This design comes from an exercise in tuning for small area on the open sky130 flow, not from production work.
The RTL was checked by simulation tests, not by an equivalence proof against the original design.
No activity file was given, so power comes from the tool's default toggle rates.

// lcd_spi_responder
module lcd_spi_responder (
  input  logic       clock,
  input  logic       Reset,
  input  logic       sclk,
  input  logic       mosi,
  input  logic       sce,
  input  logic       dc,
  input  logic [8:0] rd_addr,
  output logic [7:0] rd_data,
  output logic       byte_valid,
  output logic [7:0] byte_data,
  output logic       byte_dc,
  output logic [6:0] cur_x,
  output logic [2:0] cur_y,
  output logic       pd,
  output logic       v_mode,
  output logic       h_mode,
  output logic [1:0] disp_mode,
  output logic [6:0] vop,
  output logic [2:0] bias,
  output logic       cmd_err,
  output logic [7:0] abort_cnt
);
  localparam int unsigned RAM_DEPTH = 504;
  localparam logic [6:0]  X_LAST    = 7'd83;
  localparam logic [2:0]  Y_LAST    = 3'd5;
  logic [2:0] sclk_q;
  logic [1:0] mosi_q;
  logic [1:0] dc_q;
  logic [1:0] sce_q;
  logic       sclk_rise;
  logic       mosi_s;
  logic       dc_s;
  logic       sce_s;
  logic [6:0] shift_q, shift_d;
  logic [2:0] bitcnt_q, bitcnt_d;
  logic       byte_valid_q, byte_valid_d;
  logic [7:0] byte_data_q, byte_data_d;
  logic       byte_dc_q, byte_dc_d;
  logic [7:0] abort_q, abort_d;
  logic [6:0] cur_x_q, cur_x_d;
  logic [2:0] cur_y_q, cur_y_d;
  logic       pd_q, pd_d;
  logic       v_mode_q, v_mode_d;
  logic       h_mode_q, h_mode_d;
  logic [1:0] disp_q, disp_d;
  logic [6:0] vop_q, vop_d;
  logic [2:0] bias_q, bias_d;
  logic       cmd_err_q, cmd_err_d;
  logic [7:0] ram_q [0:RAM_DEPTH-1];
  logic [7:0] rd_data_q;
  logic [8:0] wr_addr;
  logic       ram_we;
  logic [4:0] phase_q;
  logic [8:0] pend_addr_q;
  logic [7:0] pend_data_q;
  assign sclk_rise = sclk_q[1] & ~sclk_q[2];
  assign mosi_s    = mosi_q[1];
  assign dc_s      = dc_q[1];
  assign sce_s     = sce_q[1];
  assign wr_addr = 9'(cur_y_q) * 9'd84 + 9'(cur_x_q);
  assign ram_we  = byte_valid_q & byte_dc_q;
  function automatic logic [9:0] advance(input logic [6:0] x, input logic [2:0] y,
  ...
Size in the first run: about 67 I/O pins.
==> module lcd_ram_rd_decode, before the edit <==
module lcd_ram_rd_decode (
  input  logic [8:0]  rd_addr,
  input  logic [4:0]  phase,
  output logic [7:0]  lo_n,
  output logic [62:0] hi_n
);
  logic [3:0]  d4;
  logic [15:0] r16;
  logic [2:0]  r15;
  lcd_ram_rd_decode_core u_core (
    .rd_addr(rd_addr), .phase(phase), .lo_n(lo_n), .d4(d4), .r16(r16), .r15(r15)
  );
  for (genvar g = 0; g < 60; g++) begin : g_hi
    lcd_ram_nand2 u_hi (.a(r16[g / 4]), .b(d4[g % 4]), .y_n(hi_n[g]));
  end
  assign hi_n[62:60] = ~r15;
endmodule
==> module lcd_ram_nand2, before the edit <==
module lcd_ram_nand2 (
  input  logic a,
  input  logic b,
  output logic y_n
);
  assign y_n = ~(a & b);
endmodule
==> module lcd_ram_rd_decode_core, before the edit <==
module lcd_ram_rd_decode_core (
  input  logic [8:0]  rd_addr,
  input  logic [4:0]  phase,
  output logic [7:0]  lo_n,
  output logic [3:0]  d4,
  output logic [15:0] r16,
  output logic [2:0]  r15
);
  logic [3:0] lo4;
  logic       borrow;
  logic [2:0] hi3;
  logic       h3;
  assign lo4 = {1'b0, rd_addr[2:0]} - {1'b0, phase[2:0]};
  assign borrow = lo4[3];
  assign hi3 = {1'b0, rd_addr[4:3]} - {1'b0, phase[4:3]} - {2'b0, borrow};
  assign h3 = rd_addr[3] ^ phase[3] ^ borrow;
  always_comb begin
    for (int k = 0; k < 8; k++) lo_n[k] = ~(lo4[2:0] == 3'(k));
    for (int m = 0; m < 4; m++) d4[m] = hi3[1:0] == 2'(m);
    for (int i = 0; i < 16; i++) r16[i] = rd_addr[8:5] == 4'(i);
    r15[0] = r16[15] & ~rd_addr[4] & ~h3;
    r15[1] = r16[15] & ~rd_addr[4] & h3;
    r15[2] = r16[15] & rd_addr[4] & ~rd_addr[3];
  end
endmodule
Settings: LEC_CHECK=0, CAP_MARGIN=15, CORE_MARGIN=2, CORE_UTILIZATION=68, CTS_BUF_LIST=sky130_fd_sc_hd__clkbuf_8, CTS_CLUSTER_DIAMETER=60, CTS_CLUSTER_SIZE=19, SLEW_MARGIN=15, SYNTH_HIERARCHICAL=1; clock period 8.0 ns.
standard.sh (not shown) runs the stock make flow with config.mk's settings and CLKGATE_MAP_FILE= SYNTH_SCRIPT=/design/flow/synth_recipe.tcl, a recipe that flattens the netlist after the stock synthesis.
==> flow/flow/run.sh <==
#!/bin/bash
# The standard layout (standard.sh), with two options changed:
#  - port buffers use the smallest buffer cell instead of the default delay buffer;
#  - clock tree synthesis inserts no dummy loads.
# make's output goes to flow_make.log; each ORFS step's own log is copied here
# as orfs_<step>.log when the flow ends.
set -uo pipefail
export BUFFER_PORTS_ARGS="-buffer_cell sky130_fd_sc_hd__buf_1"
export CTS_ARGS="-sink_clustering_enable -repair_clock_nets -dont_use_dummy_load -buf_list sky130_fd_sc_hd__clkbuf_8 -sink_clustering_size 19 -sink_clustering_max_diameter 60"
bash standard.sh > flow_make.log 2>&1
rc=$?
for f in orfs/logs/*/*/*/*.log; do
  [ -f "$f" ] && cp "$f" "orfs_$(basename "$f")"
done
exit $rc
Edit:
--- a/flow/design.v
+++ b/flow/design.v
@@ -296,49 +296,28 @@
 module lcd_ram_rd_decode (
   input  logic [8:0]  rd_addr,
   input  logic [4:0]  phase,
   output logic [7:0]  lo_n,
   output logic [62:0] hi_n
 );
-  logic [3:0]  d4;
-  logic [15:0] r16;
-  logic [2:0]  r15;
-  lcd_ram_rd_decode_core u_core (
-    .rd_addr(rd_addr), .phase(phase), .lo_n(lo_n), .d4(d4), .r16(r16), .r15(r15)
-  );
-  for (genvar g = 0; g < 60; g++) begin : g_hi
-    lcd_ram_nand2 u_hi (.a(r16[g / 4]), .b(d4[g % 4]), .y_n(hi_n[g]));
-  end
-  assign hi_n[62:60] = ~r15;
-endmodule
-module lcd_ram_nand2 (
-  input  logic a,
-  input  logic b,
-  output logic y_n
-);
-  assign y_n = ~(a & b);
-endmodule
-module lcd_ram_rd_decode_core (
-  input  logic [8:0]  rd_addr,
-  input  logic [4:0]  phase,
-  output logic [7:0]  lo_n,
-  output logic [3:0]  d4,
-  output logic [15:0] r16,
-  output logic [2:0]  r15
-);
+  logic [7:0] lo;
+  logic [62:0] hi;
   logic [3:0] lo4;
   logic       borrow;
   logic [2:0] hi3;
-  logic       h3;
+  logic [3:0] d4;
+  logic [15:0] r16;
   assign lo4 = {1'b0, rd_addr[2:0]} - {1'b0, phase[2:0]};
   assign borrow = lo4[3];
   assign hi3 = {1'b0, rd_addr[4:3]} - {1'b0, phase[4:3]} - {2'b0, borrow};
-  assign h3 = rd_addr[3] ^ phase[3] ^ borrow;
   always_comb begin
-    for (int k = 0; k < 8; k++) lo_n[k] = ~(lo4[2:0] == 3'(k));
-    for (int m = 0; m < 4; m++) d4[m] = hi3[1:0] == 2'(m);
-    for (int i = 0; i < 16; i++) r16[i] = rd_addr[8:5] == 4'(i);
-    r15[0] = r16[15] & ~rd_addr[4] & ~h3;
-    r15[1] = r16[15] & ~rd_addr[4] & h3;
-    r15[2] = r16[15] & rd_addr[4] & ~rd_addr[3];
+    lo = '0; lo[lo4[2:0]] = 1'b1;
+    d4 = '0; d4[hi3[1:0]] = 1'b1;
+    r16 = '0; r16[rd_addr[8:5]] = 1'b1;
+    for (int g = 0; g < 60; g++) hi[g] = r16[g / 4] & d4[g % 4];
+    hi[60] = r16[15] & ~rd_addr[4] & ~(rd_addr[3] ^ phase[3] ^ borrow);
+    hi[61] = r16[15] & ~rd_addr[4] & (rd_addr[3] ^ phase[3] ^ borrow);
+    hi[62] = r16[15] & rd_addr[4] & ~rd_addr[3];
   end
+  assign lo_n = ~lo;
+  assign hi_n = ~hi;
 endmodule
- total power stays flat
- global-route usage grows by 2.2 points
- synthesized cell count rose by 0.50%
- clock skew barely changes
- wire length is higher by 7.6%
- utilization came out lower by 0.53 points

========
## the previous run
The RTL this note starts from:
==> flow/design.v <==
module lcd_spi_responder (
  input  logic       clock,
  input  logic       Reset,
  input  logic       sclk,
  input  logic       mosi,
  input  logic       sce,
  input  logic       dc,
  input  logic [8:0] rd_addr,
  output logic [7:0] rd_data,
  output logic       byte_valid,
  output logic [7:0] byte_data,
  output logic       byte_dc,
  output logic [6:0] cur_x,
  output logic [2:0] cur_y,
  output logic       pd,
  output logic       v_mode,
  output logic       h_mode,
  output logic [1:0] disp_mode,
  output logic [6:0] vop,
  output logic [2:0] bias,
  output logic       cmd_err,
  output logic [7:0] abort_cnt
);
  localparam int unsigned RAM_DEPTH = 504;
  localparam logic [6:0]  X_LAST    = 7'd83;
  localparam logic [2:0]  Y_LAST    = 3'd5;
  logic [2:0] sclk_q;
  logic [1:0] mosi_q;
  logic [1:0] dc_q;
  logic [1:0] sce_q;
  logic       sclk_rise;
  logic       mosi_s;
  logic       dc_s;
  logic       sce_s;
  logic [6:0] shift_q, shift_d;
  logic [2:0] bitcnt_q, bitcnt_d;
  logic       byte_valid_q, byte_valid_d;
  logic [7:0] byte_data_q, byte_data_d;
  logic       byte_dc_q, byte_dc_d;
  logic [7:0] abort_q, abort_d;
  logic [6:0] cur_x_q, cur_x_d;
  logic [2:0] cur_y_q, cur_y_d;
  logic       pd_q, pd_d;
  logic       v_mode_q, v_mode_d;
  logic       h_mode_q, h_mode_d;
  logic [1:0] disp_q, disp_d;
  logic [6:0] vop_q, vop_d;
  logic [2:0] bias_q, bias_d;
  logic       cmd_err_q, cmd_err_d;
  logic [7:0] ram_q [0:RAM_DEPTH-1];
  logic [7:0] rd_data_q;
  logic [8:0] wr_addr;
  logic       ram_we;
  logic [4:0] phase_q;
  logic [8:0] pend_addr_q;
  logic [7:0] pend_data_q;
  logic [4:0] rd_slot;
  logic [8:0] rd_phys;
  assign sclk_rise = sclk_q[1] & ~sclk_q[2];
  assign mosi_s    = mosi_q[1];
  assign dc_s      = dc_q[1];
  assign sce_s     = sce_q[1];
  assign wr_addr = 9'(cur_y_q) * 9'd84 + 9'(cur_x_q);
  assign ram_we  = byte_valid_q & byte_dc_q;
  function automatic logic [9:0] advance(input logic [6:0] x, input logic [2:0] y,
                                         input logic vert);
    logic [6:0] nx;
    logic [2:0] ny;
    nx = x;
    ny = y;
    if (!vert) begin
      if (x == X_LAST) begin
        nx = 7'd0;
        ny = (y == Y_LAST) ? 3'd0 : y + 3'd1;
      end else begin
        nx = x + 7'd1;
      end
    end else begin
      if (y == Y_LAST) begin
        ny = 3'd0;
        nx = (x == X_LAST) ? 7'd0 : x + 7'd1;
      end else begin
        ny = y + 3'd1;
      end
    end
    advance = {nx, ny};
  endfunction
  always_comb begin
    shift_d      = shift_q;
    bitcnt_d     = bitcnt_q;
    byte_valid_d = 1'b0;
    byte_data_d  = byte_data_q;
    byte_dc_d    = byte_dc_q;
    abort_d      = abort_q;
    if (sce_s) begin
      shift_d  = '0;
      bitcnt_d = 3'd0;
      if (bitcnt_q != 3'd0 && abort_q != 8'hFF) begin
        abort_d = abort_q + 8'd1;
      end
    end else if (sclk_rise) begin
      shift_d  = {shift_q[5:0], mosi_s};
      bitcnt_d = bitcnt_q + 3'd1;
      if (bitcnt_q == 3'd7) begin
        byte_valid_d = 1'b1;
        byte_data_d  = {shift_q, mosi_s};
        byte_dc_d    = dc_s;
      end
    end
  end
  always_comb begin
    cur_x_d   = cur_x_q;
    cur_y_d   = cur_y_q;
    pd_d      = pd_q;
    v_mode_d  = v_mode_q;
    h_mode_d  = h_mode_q;
    disp_d    = disp_q;
    vop_d     = vop_q;
    bias_d    = bias_q;
    cmd_err_d = 1'b0;
    if (byte_valid_q) begin
      if (byte_dc_q) begin
        {cur_x_d, cur_y_d} = advance(cur_x_q, cur_y_q, v_mode_q);
      end else if (byte_data_q == 8'h00) begin
        cmd_err_d = 1'b0;
      end else if (byte_data_q[7:3] == 5'b00100) begin
        {pd_d, v_mode_d, h_mode_d} = byte_data_q[2:0];
      end else if (!h_mode_q) begin
        if (byte_data_q[7:3] == 5'b00001 && !byte_data_q[1]) begin
          disp_d = {byte_data_q[2], byte_data_q[0]};
        end else if (byte_data_q[7:3] == 5'b01000 && byte_data_q[2:0] <= Y_LAST) begin
          cur_y_d = byte_data_q[2:0];
        end else if (byte_data_q[7] && byte_data_q[6:0] <= X_LAST) begin
          cur_x_d = byte_data_q[6:0];
        end else begin
          cmd_err_d = 1'b1;
        end
      end else begin
        if (byte_data_q[7:3] == 5'b00010) begin
          bias_d = byte_data_q[2:0];
        end else if (byte_data_q[7]) begin
          vop_d = byte_data_q[6:0];
        end else if (byte_data_q[7:2] == 6'b000001) begin
          cmd_err_d = 1'b0;
        end else begin
          cmd_err_d = 1'b1;
        end
      end
    end
  end
  always_ff @(posedge clock) begin
    if (Reset) begin
      sclk_q       <= '0;
      mosi_q       <= '0;
      dc_q         <= '0;
      sce_q        <= '0;
      shift_q      <= '0;
      bitcnt_q     <= '0;
      byte_valid_q <= 1'b0;
      byte_data_q  <= '0;
      byte_dc_q    <= 1'b0;
      abort_q      <= '0;
      cur_x_q      <= '0;
      cur_y_q      <= '0;
      pd_q         <= 1'b0;
      v_mode_q     <= 1'b0;
      h_mode_q     <= 1'b0;
      disp_q       <= '0;
      vop_q        <= '0;
      bias_q       <= '0;
      cmd_err_q    <= 1'b0;
    end else begin
      sclk_q       <= {sclk_q[1:0], sclk};
      mosi_q       <= {mosi_q[0], mosi};
      dc_q         <= {dc_q[0], dc};
      sce_q        <= {sce_q[0], sce};
      shift_q      <= shift_d;
      bitcnt_q     <= bitcnt_d;
      byte_valid_q <= byte_valid_d;
      byte_data_q  <= byte_data_d;
      byte_dc_q    <= byte_dc_d;
      abort_q      <= abort_d;
      cur_x_q      <= cur_x_d;
      cur_y_q      <= cur_y_d;
      pd_q         <= pd_d;
      v_mode_q     <= v_mode_d;
      h_mode_q     <= h_mode_d;
      disp_q       <= disp_d;
      vop_q        <= vop_d;
      bias_q       <= bias_d;
      cmd_err_q    <= cmd_err_d;
    end
  end
  always_ff @(posedge clock) begin
    phase_q <= phase_q + 5'd1;
    if (ram_we) begin
      pend_addr_q <= wr_addr;
      pend_data_q <= byte_data_q;
    end
  end
  for (genvar r = 0; r < 17; r++) begin : g_ring
    localparam int unsigned BASE = (r < 15) ? r * 32 : (r == 15) ? 480 : 496;
    localparam int unsigned LEN  = (r < 15) ? 32 : (r == 15) ? 16 : 8;
    localparam int unsigned LB   = (r < 15) ? 5 : (r == 15) ? 4 : 3;
    logic hit;
    assign hit = (pend_addr_q >> LB) == 9'(BASE >> LB)
              && pend_addr_q[LB-1:0] == phase_q[LB-1:0];
    always_ff @(posedge clock) begin
      for (int s = 0; s < LEN - 1; s++) begin
        ram_q[BASE + s] <= ram_q[BASE + s + 1];
      end
      ram_q[BASE + LEN - 1] <= hit ? pend_data_q : ram_q[BASE];
    end
  end
  assign rd_slot = rd_addr[4:0] - phase_q;
  always_comb begin
    if (rd_addr < 9'd480)      rd_phys = {rd_addr[8:5], rd_slot};
    else if (rd_addr < 9'd496) rd_phys = {rd_addr[8:4], rd_slot[3:0]};
    else                       rd_phys = {rd_addr[8:3], rd_slot[2:0]};
  end
  always_ff @(posedge clock) begin
    if (Reset) begin
      rd_data_q <= '0;
    end else if (rd_addr >= 9'(RAM_DEPTH)) begin
      rd_data_q <= '0;
    end else if (rd_addr == pend_addr_q) begin
      rd_data_q <= pend_data_q;
    end else begin
      rd_data_q <= ram_q[rd_phys];
    end
  end
  assign rd_data    = rd_data_q;
  assign byte_valid = byte_valid_q;
  assign byte_data  = byte_data_q;
  assign byte_dc    = byte_dc_q;
  assign cur_x      = cur_x_q;
  assign cur_y      = cur_y_q;
  assign pd         = pd_q;
  assign v_mode     = v_mode_q;
  assign h_mode     = h_mode_q;
  assign disp_mode  = disp_q;
  assign vop        = vop_q;
  assign bias       = bias_q;
  assign cmd_err    = cmd_err_q;
  assign abort_cnt  = abort_q;
endmodule
clock: 8.0 ns
lec_check: 0
cap_margin: 20
core_margin: 2
core_utilization: 40
slew_margin: 20
run.sh (not shown) runs the stock make flow with config.mk's settings and CLKGATE_MAP_FILE= SYNTH_SCRIPT=/design/flow/synth_recipe.tcl, a recipe that flattens the netlist after the stock synthesis.
Stock flow here: none of the scripts above is used.
The previous run: it failed during global routing, and the tool reported GRT-0116.
--- input diff the previous run..the current run ---
diff --git a/flow/design.v b/flow/design.v
--- a/flow/design.v
+++ b/flow/design.v
@@ -51,11 +51,6 @@
   logic [7:0] rd_data_q;
   logic [8:0] wr_addr;
   logic       ram_we;
-  logic [4:0] phase_q;
-  logic [8:0] pend_addr_q;
-  logic [7:0] pend_data_q;
-  logic [4:0] rd_slot;
-  logic [8:0] rd_phys;
   assign sclk_rise = sclk_q[1] & ~sclk_q[2];
   assign mosi_s    = mosi_q[1];
   assign dc_s      = dc_q[1];
@@ -192,41 +187,17 @@
     end
   end
   always_ff @(posedge clock) begin
-    phase_q <= phase_q + 5'd1;
     if (ram_we) begin
-      pend_addr_q <= wr_addr;
-      pend_data_q <= byte_data_q;
-    end
-  end
-  for (genvar r = 0; r < 17; r++) begin : g_ring
-    localparam int unsigned BASE = (r < 15) ? r * 32 : (r == 15) ? 480 : 496;
-    localparam int unsigned LEN  = (r < 15) ? 32 : (r == 15) ? 16 : 8;
-    localparam int unsigned LB   = (r < 15) ? 5 : (r == 15) ? 4 : 3;
-    logic hit;
-    assign hit = (pend_addr_q >> LB) == 9'(BASE >> LB)
-              && pend_addr_q[LB-1:0] == phase_q[LB-1:0];
-    always_ff @(posedge clock) begin
-      for (int s = 0; s < LEN - 1; s++) begin
-        ram_q[BASE + s] <= ram_q[BASE + s + 1];
-      end
-      ram_q[BASE + LEN - 1] <= hit ? pend_data_q : ram_q[BASE];
-    end
-  end
-  assign rd_slot = rd_addr[4:0] - phase_q;
-  always_comb begin
-    if (rd_addr < 9'd480)      rd_phys = {rd_addr[8:5], rd_slot};
-    else if (rd_addr < 9'd496) rd_phys = {rd_addr[8:4], rd_slot[3:0]};
-    else                       rd_phys = {rd_addr[8:3], rd_slot[2:0]};
+      ram_q[wr_addr] <= byte_data_q;
+    end
   end
   always_ff @(posedge clock) begin
     if (Reset) begin
       rd_data_q <= '0;
-    end else if (rd_addr >= 9'(RAM_DEPTH)) begin
+    end else if (rd_addr < 9'(RAM_DEPTH)) begin
+      rd_data_q <= ram_q[rd_addr];
+    end else begin
       rd_data_q <= '0;
-    end else if (rd_addr == pend_addr_q) begin
-      rd_data_q <= pend_data_q;
-    end else begin
-      rd_data_q <= ram_q[rd_phys];
     end
   end
   assign rd_data    = rd_data_q;
Notes after the runs:
The current run: PASS, flow complete, no timing, DRC or antenna violations. Distinct cell type count after synthesis ended up 23% lower on the current run than on the previous run. Mean instance size in the synthesized netlist ended up about 80% higher on the current run than on the previous run. Diff the current run..the previous run | effective utilization at floorplan | negligible. Lower number of sinks on the clock net goes to the current run over the previous run. Compared with the previous run, the current run shows a lower xor/xnor share of the synthesized area. The current run: synthesized instance count lower than the previous run. Number of placed instances, taps included (the current run vs. the previous run) decreases by more than 10%. Changes observed in the current run relative to the previous run: count of H-tree levels built during CTS neither gained nor lost much, synthesized area picked up an extra about 30%, count of flip-flops with a built-in enable after synthesis picked up an extra 4015, number of buffers added by the clock tree synthesis step picked up an extra 8.

[what the ideal ports hide]
In the flow no input, the clock included, has a driving cell. The finished layouts below were timed again as built, in two steps. Step 1: set_driving_cell puts a clkbuf_16 on clock and a buf_2 on each other input, an assumption about the parent block. Step 2 adds t to the input delays and takes it off the output delays; t is the mean of the earliest and latest rising clock arrival at the registers after step 1. Input paths then give back, and output paths get back, about the clock's delay inside the block. Slacks: ideal ports / drivers / drivers and shift; pairs: ideal ports / drivers.
run	t, ns	setup slack, ns	worst setup path after step 2
the first run of note 1	1.040	1.435 / 1.494 / 0.454	input to register
the second run of note 1	1.026	0.769 / 0.827 / -0.198	input to register
the current run	1.066	2.378 / 2.439 / 1.374	input to register
Met with ideal ports but missed after step 2: setup timing in the second run of note 1. For the current run, which loses most, drivers alone change the setup slack by +0.061 ns; drivers and shift together by -1.004 ns.
